Background: an optimization exercise with open tools, aiming at a short achievable clock period and few clock cycles per item. Do not read the settings as production practice. Only simulation tests tie the RTL to the original design; equivalence was not proved. The flow treats the clock pin as an ideal source. Dropping or thinning the clock tree relies on that and would not hold on a real chip.

Design alu_core, start of the top module:
module alu_core (
    input  logic        clk,
    input  logic        reset_n,
    input  logic        in_valid,
    output logic        in_ready,
    input  logic [31:0] in_instr,
    output logic        out_valid,
    input  logic        out_ready,
    output logic [4:0]  out_rd,
    output logic [31:0] out_value,
    output logic        out_reg_write,
    output logic        out_illegal,
    output logic        idle
);
Size in the first run: roughly 7,100 cells after synthesis, about 1,700 flip-flops, about 78,000 sq um of cells after synthesis.
==> flow/config.mk <==
export PLATFORM = sky130hd
export DESIGN_NAME = alu_core
export DESIGN_NICKNAME = alu_core
export VERILOG_FILES = /design/flow/design.v
export SDC_FILE = /design/flow/constraint.sdc
export NUM_CORES = 8
export LEC_CHECK = 0
export CAP_MARGIN = 20
export CORE_MARGIN = 2
export CORE_UTILIZATION = 50
export SETUP_SLACK_MARGIN = 5
export SLEW_MARGIN = 20
==> flow/constraint.sdc <==
create_clock -name core_clock -period 8.0 [get_ports {clk}]
set_input_delay 1.6000 -clock core_clock [delete_from_list [all_inputs] [get_ports {clk}]]
set_output_delay 1.6000 -clock core_clock [all_outputs]
set_load 0.01 [all_outputs]
standard.sh (not shown) runs the stock make flow with config.mk's settings and CLKGATE_MAP_FILE= SYNTH_SCRIPT=/design/flow/synth_recipe.tcl, a recipe that flattens the netlist after the stock synthesis.
==> flow/flow/run.sh <==
#!/bin/bash
set -euo pipefail
work=$(pwd)
bash standard.sh SYNTH_SCRIPT="$work/flow/synth.tcl" SETUP_SLACK_MARGIN=5.6 \
  PRE_CTS_TCL="$work/flow/clock_tree.tcl" finish > "$work/flow_make.log" 2>&1
==> flow/flow/clock_tree.tcl <==

set ::ct_max_pins 18
set ::ct_pull 0.8

proc ct_split {pts levels axis} {
  if {$levels == 0} { return [list $pts] }
  set idx [expr {$axis == 0 ? 1 : 2}]
  set sorted [lsort -integer -index $idx $pts]
  set half [expr {[llength $sorted] / 2}]
  set lo [lrange $sorted 0 [expr {$half - 1}]]
  set hi [lrange $sorted $half end]
  set next [expr {1 - $axis}]
  return [concat [ct_split $lo [expr {$levels - 1}] $next] [ct_split $hi [expr {$levels - 1}] $next]]
}

# Splits pts into k groups of near-equal size, cutting each part across its
# longer side
proc ct_split_k {pts k} {
  if {$k <= 1} { return [list $pts] }
  set xs [lsort -integer [lmap p $pts { lindex $p 1 }]]
  set ys [lsort -integer [lmap p $pts { lindex $p 2 }]]
  set dx [expr {[lindex $xs end] - [lindex $xs 0]}]
  set dy [expr {[lindex $ys end] - [lindex $ys 0]}]
  set sorted [lsort -integer -index [expr {$dx >= $dy ? 1 : 2}] $pts]
  set k1 [expr {$k / 2}]
  set n1 [expr {([llength $sorted] * $k1 + $k / 2) / $k}]
  return [concat [ct_split_k [lrange $sorted 0 [expr {$n1 - 1}]] $k1] \
                 [ct_split_k [lrange $sorted $n1 end] [expr {$k - $k1}]]]
}

proc ct_centre {pts} {
  set sx 0; set sy 0
  foreach p $pts { set sx [expr {$sx + [lindex $p 1]}]; set sy [expr {$sy + [lindex $p 2]}] }
  set n [llength $pts]
  return [list [expr {$sx / $n}] [expr {$sy / $n}]]
}

proc ct_buffer {block master name x y} {
  set inst [odb::dbInst_create $block $master $name]
  set w [$master getWidth]
  set h [$master getHeight]
  $inst setLocation [expr {$x - $w / 2}] [expr {$y - $h / 2}]
  $inst setPlacementStatus PLACED
  return $inst
}

proc ct_out {inst} {
  set it [$inst findITerm X]
  if {$it eq "NULL"} { set it [$inst findITerm Y] }
  return $it
}

proc ct_build {root_levels max_pins root_cell leaf_cell} {
  set db [ord::get_db]
  set block [ord::get_db_block]
  set rmaster [$db findMaster $root_cell]
  set master [$db findMaster $leaf_cell]
  set clk [$block findNet clk]
  set pts {}
  foreach it [$clk getITerms] {
    set bb [[$it getInst] getBBox]
    lappend pts [list $it [expr {([$bb xMin] + [$bb xMax]) / 2}] [expr {([$bb yMin] + [$bb yMax]) / 2}]]
  }
  puts "clock tree: [llength $pts] clock pins"
  set r 0
  set l 0
  foreach group [ct_split $pts $root_levels 0] {
    set leaves [ct_split_k $group [expr {([llength $group] + $max_pins - 1) / $max_pins}]]
    set cpts {}
    foreach leaf $leaves { lappend cpts [concat [list {}] [ct_centre $leaf]] }
    lassign [ct_centre $cpts] rx ry
    set lpts {}
    set rnet [odb::dbNet_create $block "clknet_root_$r"]
    $rnet setSigType CLOCK
    foreach leaf $leaves {
      lassign [ct_centre $leaf] x y
      set x [expr {int($x + $::ct_pull * ($rx - $x))}]
      set y [expr {int($y + $::ct_pull * ($ry - $y))}]
      set buf [ct_buffer $block $master "clkbuf_leaf_$l" $x $y]
      set lnet [odb::dbNet_create $block "clknet_leaf_$l"]
      $lnet setSigType CLOCK
      foreach p $leaf {
        set it [lindex $p 0]
        $it disconnect
        $it connect $lnet
      }
      [ct_out $buf] connect $lnet
      [$buf findITerm A] connect $rnet
      lappend lpts [list $buf $x $y]
      puts "clock tree: leaf $l [llength $leaf] pins at $x $y"
      incr l
    }
    lassign [ct_centre $lpts] x y
    set rbuf [ct_buffer $block $rmaster "clkbuf_root_$r" $x $y]
    [ct_out $rbuf] connect $rnet
    [$rbuf findITerm A] connect $clk
    puts "clock tree: root $r at $x $y drives [llength $leaves] leaves"
    incr r
  }
  $clk setSigType CLOCK
}

ct_build 2 $::ct_max_pins sky130_fd_sc_hd__clkbuf_16 sky130_fd_sc_hd__clkbuf_16
set_propagated_clock [all_clocks]
rename clock_tree_synthesis ct_unused_clock_tree_synthesis
proc clock_tree_synthesis {args} { puts "clock tree: built by clock_tree.tcl; TritonCTS not run" }
Other scripts of this flow, unchanged in this note and not shown: flow/flow/abc.script, flow/flow/synth.tcl
The baseline completed without violations.
Testbench counts at the start, summed over its fixed seeds: cycles 12,040, items 12,000.
Then changed:
--- a/flow/flow/clock_tree.tcl
+++ b/flow/flow/clock_tree.tcl
@@ -2,3 +2,3 @@
 set ::ct_max_pins 18
-set ::ct_pull 0.8
+set ::ct_pull 1.0
 
@@ -102,3 +102,3 @@
 
-ct_build 2 $::ct_max_pins sky130_fd_sc_hd__clkbuf_16 sky130_fd_sc_hd__clkbuf_16
+ct_build 2 $::ct_max_pins sky130_fd_sc_hd__buf_16 sky130_fd_sc_hd__clkbuf_16
 set_propagated_clock [all_clocks]
Outcome: Worst setup slack improves by 0.036 ns; final area stays flat; final cell count stays flat; first-iteration DRC count came out lower by 2.0%; hold slack improves by 0.0037 ns; sequential share of layout area stays flat.
Then changed:
--- a/flow/flow/clock_tree.tcl
+++ b/flow/flow/clock_tree.tcl
@@ -1,4 +1,4 @@
 
-set ::ct_max_pins 18
-set ::ct_pull 1.0
+set ct_max_pins 18
+set ct_pull 0.8
 
@@ -102,3 +102,3 @@
 
-ct_build 2 $::ct_max_pins sky130_fd_sc_hd__buf_16 sky130_fd_sc_hd__clkbuf_16
+ct_build 2 $ct_max_pins sky130_fd_sc_hd__clkbuf_16 sky130_fd_sc_hd__clkbuf_16
 set_propagated_clock [all_clocks]
Now the flow stopped in 4_1_cts.
Synthesized area does not change.
Synthesized cell count stays the same.
In the first and second runs of this note the design's own scripts or RTL, not TritonCTS, make the clock network.

separate check: timing with driven ports:
How much do the figures lean on ideal ports? The routed layouts below were timed once more, with nothing changed but the port constraints. Step 1: set_driving_cell puts a clkbuf_16 on clk and a buf_2 on each other input, an assumption about the parent block. Step 2 also shifts input and output timing later by t, the mid clock arrival at the registers, as if the neighbouring blocks saw the same clock. Slacks: ideal ports / drivers / drivers and shift; pairs: ideal ports / drivers.
| run | shift t [ns] | setup slack, ns | clock arrival spread, ns | worst register clock-pin slew, ns | worst slew at a driven data input, ns |
|---|---|---|---|---|---|
| the first run | 0.683 | 5.368 / 5.191 / 5.121 | 0.046 / 0.046 | 0.12 / 0.12 | 0.15 |
| the second run | 0.661 | 5.404 / 5.211 / 5.134 | 0.044 / 0.044 | 0.12 / 0.12 | 0.16 |
After both steps every run listed still meets setup and hold. The setup slack of the second run, which loses most, moves by -0.193 ns with the drivers and by -0.270 ns with both steps.
